This is an optimization exercise on Yosys and OpenROAD, whose aim is small area, not a production implementation.
Function was checked by simulation only, so behaviour that the tests miss may differ from the original.
Power and IR drop assume default switching activity.

## build 31
==> flow/design.v (excerpt) <==
module range_gen_2d (
  input  logic         clk,
  input  logic         reset,
  input  logic         start,
  input  logic [W-1:0] x_tag,
  input  logic [W-1:0] y_tag,
  input  logic [W-1:0] x0,
  input  logic [W-1:0] x1,
  input  logic [W-1:0] x2,
  input  logic [W-1:0] x3,
  input  logic [W-1:0] y0,
  input  logic [W-1:0] y1,
  input  logic [W-1:0] y2,
  input  logic [W-1:0] y3,
  output logic         busy,
  output logic         done,
  output logic [W-1:0] r0,
  output logic [W-1:0] r1,
  output logic [W-1:0] r2,
  output logic [W-1:0] r3,
  output logic [3:0]   ovf
);
  logic       busy_q, done_q;
  logic [6:0] cnt_q;             
  logic [3:0] step;
  logic [2:0] win;
  logic       accept, idle, first, last, fin;
  logic [63:0] xr_q, yr_q;       
  logic [15:0] tx_q, ty_q;       
  logic [32:0] q_q;              
  logic        sx_q, sy_q;       
  logic        cx_q, cy_q;       
  logic        bx_q, by_q;       
  logic [3:0]  ovf_sh;           
  logic [3:0][W-1:0] r_q;
  logic [3:0]  ovf_q;
  assign step   = cnt_q[3:0];
  assign win    = cnt_q[6:4];
  assign accept = start & ~busy_q;
  assign idle   = ~busy_q;           
  assign first  = (step == 4'd0);
  assign last   = (step == 4'd15);
  assign fin    = busy_q & (cnt_q == 7'd79);    
  logic [15:0] mask;
  always_comb begin
    for (int k = 0; k < 16; k++) mask[k] = ({28'b0, step} + k) >= 16;
  end
  function automatic logic maj(input logic a, input logic b, input logic c);
    maj = (a & b) | (a & c) | (b & c);
  endfunction
  logic bx, by, cx, cy, dxb, dyb, bx_n, by_n, cx_n, cy_n;
  assign bx   = first ? 1'b0 : bx_q;
  assign by   = first ? 1'b0 : by_q;
  assign cx   = first ? 1'b0 : cx_q;
  assign cy   = first ? 1'b0 : cy_q;
  assign dxb  = tx_q[0] ^ xr_q[0] ^ bx;
  assign dyb  = ty_q[0] ^ yr_q[0] ^ by;
  assign bx_n = maj(~(tx_q[0] ^ sx_q), xr_q[0] ^ sx_q, bx);
  assign by_n = maj(~(ty_q[0] ^ sy_q), yr_q[0] ^ sy_q, by);
  assign cx_n = maj(~tx_q[0], xr_q[16], cx);
  assign cy_n = maj(~ty_q[0], yr_q[16], cy);
  logic sx0, sy0, dxb0, dyb0;
  logic [16:0] ltx, lty;           
  always_comb begin
    ltx[0] = 1'b0;
    lty[0] = 1'b0;
    for (int k = 0; k < 16; k++) begin
  ...
clock: 13.0 ns
lec_check: 0
cap_margin: 20
core_margin: 2
core_utilization: 40
slew_margin: 20
standard.sh (not shown) runs the stock make flow with config.mk's settings and CLKGATE_MAP_FILE= SYNTH_SCRIPT=/design/flow/synth_recipe.tcl, a recipe that flattens the netlist after the stock synthesis.
==> flow/flow/run.sh <==
#!/bin/bash
# Standard layout with three changes to how it is made:
#  - synthesis maps logic with an area-oriented ABC script (flow/abc_area.script)
#    in place of ORFS's speed script; everything else in synthesis is unchanged;
#  - ports are buffered with the smallest buffer (buf_1);
#  - the clock tree uses small buffers and no dummy loads.
set -euo pipefail
here=$(pwd)
rm -rf "$here/scripts_local"
cp -r "$FLOW_HOME/scripts" "$here/scripts_local"
cp "$here/flow/abc_area.script" "$here/scripts_local/abc_speed.script"
export SCRIPTS_DIR="$here/scripts_local"
export BUFFER_PORTS_ARGS="-buffer_cell sky130_fd_sc_hd__buf_1"
export CTS_ARGS="-sink_clustering_enable -repair_clock_nets -buf_list sky130_fd_sc_hd__clkbuf_4 -sink_clustering_size 10 -sink_clustering_max_diameter 40 -dont_use_dummy_load"
bash standard.sh > standard.log 2>&1
==> flow/flow/abc_area.script <==
strash
dc2
dch
amap
Every stage of the flow completed for build 31, and the final layout passed the timing, DRC and antenna checks.
> inputs changed (build 31 -> build 48)
==> flow/flow/run.sh <==
#!/bin/bash
# Standard layout, with small port buffers and a clock tree of small
# buffers without dummy loads.
set -euo pipefail
export BUFFER_PORTS_ARGS="-buffer_cell sky130_fd_sc_hd__buf_1"
export CTS_ARGS="-sink_clustering_enable -repair_clock_nets -buf_list sky130_fd_sc_hd__clkbuf_4 -sink_clustering_size 10 -sink_clustering_max_diameter 40 -dont_use_dummy_load"
bash standard.sh > standard.log 2>&1
removed: flow/flow/abc_area.script
### Flow results
Power after layout (higher): build 48. Build 48 vs build 31: non-clock buffer count down. Taking build 31 as the reference, in build 48 routed wire length increased about 7%, maximum frequency increased 3.4 MHz. The run showing the smaller sequential cell area fraction in the yosys report is build 48. Across both runs, worst hold-check slack was lower for build 48 than for build 31. The run with more setup slack is build 48; build 31 has less. Area of the mapped netlist of build 48 exceeds that of build 31 by a little under 10%. Higher wire length per cell after detailed routing goes to build 31 over build 48. Build 48 gives less met2 track demand over resource than build 31 did.

* * *

range_gen_2d again, from the RTL that the note above started with.
==> flow/design.v (excerpt) <==
module range_gen_2d (
  input  logic         clk,
  input  logic         reset,
  input  logic         start,
  input  logic [W-1:0] x_tag,
  input  logic [W-1:0] y_tag,
  input  logic [W-1:0] x0,
  input  logic [W-1:0] x1,
  input  logic [W-1:0] x2,
  input  logic [W-1:0] x3,
  input  logic [W-1:0] y0,
  input  logic [W-1:0] y1,
  input  logic [W-1:0] y2,
  input  logic [W-1:0] y3,
  output logic         busy,
  output logic         done,
  output logic [W-1:0] r0,
  output logic [W-1:0] r1,
  output logic [W-1:0] r2,
  output logic [W-1:0] r3,
  output logic [3:0]   ovf
);
export LEC_CHECK = 0
export CAP_MARGIN = 20
export CORE_MARGIN = 2
export CORE_UTILIZATION = 40
export SLEW_MARGIN = 20
create_clock -name core_clock -period 13.0 [get_ports {clk}]
==> flow/flow/run.sh <==
#!/bin/bash
# Standard layout with three changes to how it is made:
#  - synthesis maps logic with an area-oriented ABC script (flow/abc_area.script)
#    in place of ORFS's speed script; everything else in synthesis is unchanged;
#  - ports are buffered with the smallest buffer (buf_1);
#  - the clock tree uses small buffers and no dummy loads.
set -euo pipefail
here=$(pwd)
rm -rf "$here/scripts_local"
cp -r "$FLOW_HOME/scripts" "$here/scripts_local"
cp "$here/flow/abc_area.script" "$here/scripts_local/abc_speed.script"
export SCRIPTS_DIR="$here/scripts_local"
export BUFFER_PORTS_ARGS="-buffer_cell sky130_fd_sc_hd__buf_1"
export CTS_ARGS="-sink_clustering_enable -repair_clock_nets -buf_list {sky130_fd_sc_hd__clkbuf_4 sky130_fd_sc_hd__clkbuf_8} -sink_clustering_size 12 -sink_clustering_max_diameter 45 -dont_use_dummy_load"
bash standard.sh > standard.log 2>&1
==> flow/flow/abc_area.script <==
strash
dc2
dch
amap
==> next run, changes <==
--- a/flow/flow/run.sh
+++ b/flow/flow/run.sh
@@ -12,4 +12,4 @@
 export SCRIPTS_DIR="$here/scripts_local"
 export BUFFER_PORTS_ARGS="-buffer_cell sky130_fd_sc_hd__buf_1"
-export CTS_ARGS="-sink_clustering_enable -repair_clock_nets -buf_list {sky130_fd_sc_hd__clkbuf_4 sky130_fd_sc_hd__clkbuf_8} -sink_clustering_size 12 -sink_clustering_max_diameter 45 -dont_use_dummy_load"
+export CTS_ARGS="-sink_clustering_enable -repair_clock_nets -buf_list sky130_fd_sc_hd__clkbuf_4 -sink_clustering_size 8 -sink_clustering_max_diameter 35 -dont_use_dummy_load"
 bash standard.sh > standard.log 2>&1
Synthesized area is unchanged.
Wire length hardly moves.
Via count rose slightly.
Setup slack is worse by 0.039 ns.
Sequential share of layout area increases by 0.49 points.
Die area does not change.
Total power is lower by a few percent.
Cell area decreases slightly.
First-iteration DRC count goes down by a few percent.
Clock-buffer cell count went up by 13.

* * *

The RTL this note starts from:
==> flow/design.v <==
package range_gen_pkg;
  localparam int W      = 16;         
  localparam int RAD_W  = 2 * W;      
  localparam int REM_W  = W + 1;      
  localparam int TOTAL_LAT = 80;      
endpackage
import range_gen_pkg::*;
module isqrt_seq (
  input  logic          clk,
  input  logic          clr,
  input  logic [1:0]    pair,
  input  logic [W-1:0]  q,
  output logic          bit_o
);
  logic [REM_W-1:0] rem_q;
  logic [REM_W+1:0] rem_sh;
  logic [REM_W+2:0] diff;
  logic [REM_W-1:0] rem_d;
  logic [REM_W+1:0] sub;
  logic [REM_W+2:0] bw;
  always_comb begin
    rem_sh = {rem_q, pair};
    sub    = {1'b0, q, 2'b01};
    bw[0]  = 1'b0;
    for (int k = 0; k < REM_W + 2; k++) begin
      diff[k]  = rem_sh[k] ^ sub[k] ^ bw[k];
      bw[k+1]  = (~rem_sh[k] & sub[k]) | (~rem_sh[k] & bw[k]) | (sub[k] & bw[k]);
    end
    diff[REM_W+2] = bw[REM_W+2];
    bit_o  = ~bw[REM_W+2];
    rem_d  = bit_o ? diff[REM_W-1:0] : rem_sh[REM_W-1:0];
  end
  always_ff @(posedge clk) begin
    rem_q <= clr ? '0 : rem_d;
  end
endmodule
import range_gen_pkg::*;
module range_gen_2d (
  input  logic         clk,
  input  logic         reset,
  input  logic         start,
  input  logic [W-1:0] x_tag,
  input  logic [W-1:0] y_tag,
  input  logic [W-1:0] x0,
  input  logic [W-1:0] x1,
  input  logic [W-1:0] x2,
  input  logic [W-1:0] x3,
  input  logic [W-1:0] y0,
  input  logic [W-1:0] y1,
  input  logic [W-1:0] y2,
  input  logic [W-1:0] y3,
  output logic         busy,
  output logic         done,
  output logic [W-1:0] r0,
  output logic [W-1:0] r1,
  output logic [W-1:0] r2,
  output logic [W-1:0] r3,
  output logic [3:0]   ovf
);
  logic       busy_q, done_q;
  logic [6:0] cnt_q;             
  logic [3:0] step;
  logic [2:0] win;
  logic       accept, idle, first, last, fin;
  logic [63:0] xr_q, yr_q;       
  logic [15:0] tx_q, ty_q;       
  logic [32:0] q_q;              
  logic        sx_q, sy_q;       
  logic        cx_q, cy_q;       
  logic        bx_q, by_q;       
  logic [3:0]  ovf_sh;           
  logic [3:0][W-1:0] r_q;
  logic [3:0]  ovf_q;
  assign step   = cnt_q[3:0];
  assign win    = cnt_q[6:4];
  assign accept = start & ~busy_q;
  assign idle   = ~busy_q;           
  assign first  = (step == 4'd0);
  assign last   = (step == 4'd15);
  assign fin    = busy_q & (cnt_q == 7'd79);    
  logic [15:0] mask;
  always_comb begin
    for (int k = 0; k < 16; k++) mask[k] = ({28'b0, step} + k) >= 16;
  end
  function automatic logic maj(input logic a, input logic b, input logic c);
    maj = (a & b) | (a & c) | (b & c);
  endfunction
  logic bx, by, cx, cy, dxb, dyb, bx_n, by_n, cx_n, cy_n;
  assign bx   = first ? 1'b0 : bx_q;
  assign by   = first ? 1'b0 : by_q;
  assign cx   = first ? 1'b0 : cx_q;
  assign cy   = first ? 1'b0 : cy_q;
  assign dxb  = tx_q[0] ^ xr_q[0] ^ bx;
  assign dyb  = ty_q[0] ^ yr_q[0] ^ by;
  assign bx_n = maj(~(tx_q[0] ^ sx_q), xr_q[0] ^ sx_q, bx);
  assign by_n = maj(~(ty_q[0] ^ sy_q), yr_q[0] ^ sy_q, by);
  assign cx_n = maj(~tx_q[0], xr_q[16], cx);
  assign cy_n = maj(~ty_q[0], yr_q[16], cy);
  logic sx0, sy0, dxb0, dyb0;
  logic [16:0] ltx, lty;           
  always_comb begin
    ltx[0] = 1'b0;
    lty[0] = 1'b0;
    for (int k = 0; k < 16; k++) begin
      ltx[k+1] = maj(~x_tag[k], x0[k], ltx[k]);
      lty[k+1] = maj(~y_tag[k], y0[k], lty[k]);
    end
  end
  assign sx0  = ltx[16];
  assign sy0  = lty[16];
  assign dxb0 = x_tag[0] ^ x0[0];
  assign dyb0 = y_tag[0] ^ y0[0];
  logic [15:0] px, py;
  logic [31:16] ax, ay, cs_s, cs_c;
  logic [32:0] sum;
  assign px = xr_q[63:48] & mask;
  assign py = yr_q[63:48] & mask;
  assign ax = {px[15], ~px[15], px[14:1]} & {16{dxb}};
  assign ay = {py[15], ~py[15], py[14:1]} & {16{dyb}};
  logic [31:16] qa;
  assign qa = {1'b0, q_q[32:18]};
  always_comb begin
    for (int k = 16; k < 32; k++) begin
      cs_s[k] = qa[k] ^ ax[k] ^ ay[k];
      cs_c[k] = maj(qa[k], ax[k], ay[k]);
    end
  end
  logic [32:17] ca;
  always_comb begin
    sum[15:0] = q_q[17:2];
    sum[16]   = cs_s[16];
    ca[17]    = 1'b0;
    for (int k = 17; k < 32; k++) begin
      sum[k]  = cs_s[k] ^ cs_c[k-1] ^ ca[k];
      ca[k+1] = maj(cs_s[k], cs_c[k-1], ca[k]);
    end
    sum[32] = cs_c[31] ^ ca[32];
  end
  logic [32:0] q_d;
  always_comb begin
    if (last) begin
      q_d[32] = 1'b0;
      for (int p = 0; p < 16; p++) q_d[2*p +: 2] = sum[30 - 2*p +: 2];
    end else begin
      q_d = sum;
    end
    if (idle) q_d[32:30] = {1'b0, dxb0 & dyb0, dxb0 ^ dyb0};
  end
  logic [15:0] qroot;
  logic        rbit, rb;
  always_comb begin
    for (int m = 0; m < 16; m++) qroot[m] = xr_q[47 - m] & mask[15 - m];
  end
  isqrt_seq u_isqrt (
    .clk   (clk),
    .clr   (last),
    .pair  (q_q[1:0]),
    .q     (qroot),
    .bit_o (rbit)
  );
  assign rb = rbit | ovf_sh[0];
  logic [63:0] xr_n, yr_n;
  always_comb begin
    xr_n     = {dxb, xr_q[63:1]};
    if (win == 3'd4) xr_n[63] = xr_q[0];
    if (win != 3'd0) xr_n[47] = rb;
    yr_n     = {dyb, yr_q[63:1]};
  end
  logic [7:0] cinc;
  always_comb begin
    cinc[0] = 1'b1;
    for (int k = 0; k < 7; k++) cinc[k+1] = cinc[k] & cnt_q[k];
  end
  always_ff @(posedge clk) begin
    cnt_q <= idle ? 7'd1 : (cnt_q ^ cinc[6:0]);
    if (idle) begin
      xr_q <= {dxb0, x3, x2, x1, x0[15:1]};
      yr_q <= {dyb0, y3, y2, y1, y0[15:1]};
      tx_q <= {x_tag[0], x_tag[15:1]};
      ty_q <= {y_tag[0], y_tag[15:1]};
      sx_q <= sx0;
      sy_q <= sy0;
      bx_q <= ~(x_tag[0] ^ sx0) & (x0[0] ^ sx0);
      by_q <= ~(y_tag[0] ^ sy0) & (y0[0] ^ sy0);
      cx_q <= ~x_tag[0] & x1[0];
      cy_q <= ~y_tag[0] & y1[0];
    end else begin
      xr_q <= xr_n;
      yr_q <= yr_n;
      tx_q <= {tx_q[0], tx_q[15:1]};
      ty_q <= {ty_q[0], ty_q[15:1]};
      bx_q <= bx_n;
      by_q <= by_n;
      cx_q <= cx_n;
      cy_q <= cy_n;
      if (last) begin
        sx_q <= cx_n;
        sy_q <= cy_n;
      end
    end
    q_q  <= q_d;
    if (last) ovf_sh <= {ovf_sh[2:0], sum[32]};
  end
  always_ff @(posedge clk or negedge reset) begin
    if (!reset) begin
      busy_q <= 1'b0;
      done_q <= 1'b0;
      r_q    <= '0;
      ovf_q  <= '0;
    end else begin
      done_q <= fin;
      if (accept)   busy_q <= 1'b1;
      else if (fin) busy_q <= 1'b0;
      if (fin) begin
        for (int m = 0; m < 16; m++) begin
          r_q[0][m] <= xr_n[63 - m];
          r_q[1][m] <= xr_n[15 - m];
          r_q[2][m] <= xr_n[31 - m];
          r_q[3][m] <= xr_n[47 - m];
        end
        ovf_q <= {ovf_sh[0], ovf_sh[1], ovf_sh[2], ovf_sh[3]};
      end
    end
  end
  assign busy = busy_q;
  assign done = done_q;
  assign r0   = r_q[0];
  assign r1   = r_q[1];
  assign r2   = r_q[2];
  assign r3   = r_q[3];
  assign ovf  = ovf_q;
endmodule
Settings: LEC_CHECK=0, CAP_MARGIN=20, CORE_MARGIN=2, CORE_UTILIZATION=40, SLEW_MARGIN=20; clock period 13.0 ns.
==> flow/flow/run.sh <==
#!/bin/bash
# Standard layout, with small port buffers and a clock tree of small
# buffers without dummy loads.
set -euo pipefail
export BUFFER_PORTS_ARGS="-buffer_cell sky130_fd_sc_hd__buf_1"
export CTS_ARGS="-sink_clustering_enable -repair_clock_nets -buf_list sky130_fd_sc_hd__clkbuf_8 -sink_clustering_size 20 -sink_clustering_max_diameter 60 -dont_use_dummy_load"
bash standard.sh > standard.log 2>&1
The baseline went through all stages and came out clean.
Rerun with:
==> flow/flow/run.sh (replaced) <==
#!/bin/bash
# Standard layout with three changes to how it is made:
#  - synthesis maps logic with an area-oriented ABC script (flow/abc_area.script)
#    in place of ORFS's speed script; everything else in synthesis is unchanged;
#  - ports are buffered with the smallest buffer (buf_1);
#  - the clock tree uses small buffers and no dummy loads.
set -euo pipefail
here=$(pwd)
rm -rf "$here/scripts_local"
cp -r "$FLOW_HOME/scripts" "$here/scripts_local"
cp "$here/flow/abc_area.script" "$here/scripts_local/abc_speed.script"
export SCRIPTS_DIR="$here/scripts_local"
export BUFFER_PORTS_ARGS="-buffer_cell sky130_fd_sc_hd__buf_1"
export CTS_ARGS="-sink_clustering_enable -repair_clock_nets -buf_list sky130_fd_sc_hd__clkbuf_8 -sink_clustering_size 16 -sink_clustering_max_diameter 50 -dont_use_dummy_load"
bash standard.sh > standard.log 2>&1
==> flow/flow/abc_area.script (new file) <==
strash
dc2
dch
amap
Effect:
- The changed run produced a clean layout
- core utilization climbs by 1.3 points
- synthesized cell count drops by about a fifth
- wire length drops by a few percent
- clock power climbs by about a fifth
- area after synthesis drops by a little under a tenth
- sequential share of layout area climbs by 2.1 points
- final cell count drops by roughly a tenth
- setup slack is worse by 0.25 ns
- clock skew drops by 0.019 ns

==> re-timing with driven ports <==
Ports are ideal in the flow. The routed layouts listed here were re-timed in OpenROAD. Step 1 assumes that a clkbuf_16 drives the clock port and a buf_2 every other input. Step 2 adds t to the input delays and takes it off the output delays; t is the mean of the earliest and latest rising clock arrival at the registers after step 1. Input paths then give back, and output paths get back, about the clock's delay inside the block. Slacks: no drivers / after step 1 / after step 2; pairs: no drivers / after step 1.
| run | t (ns) | setup WS [ns] | cell pins on the clock port's net |
|---|---|---|---|
| build 31 | 0.671 | 4.183 / 4.183 / 4.183 | 1 |
| build 48 | 0.695 | 4.437 / 4.437 / 4.437 | 1 |
| the first run of note 2 | 0.560 | 4.217 / 4.217 / 4.217 | 1 |
| the second run of note 2 | 0.675 | 4.178 / 4.178 / 4.178 | 1 |
| the first run of note 3 | 0.583 | 4.434 / 4.434 / 4.434 | 1 |
| the second run of note 3 | 0.556 | 4.185 / 4.185 / 4.185 | 1 |
After both steps every run listed still meets setup and hold.
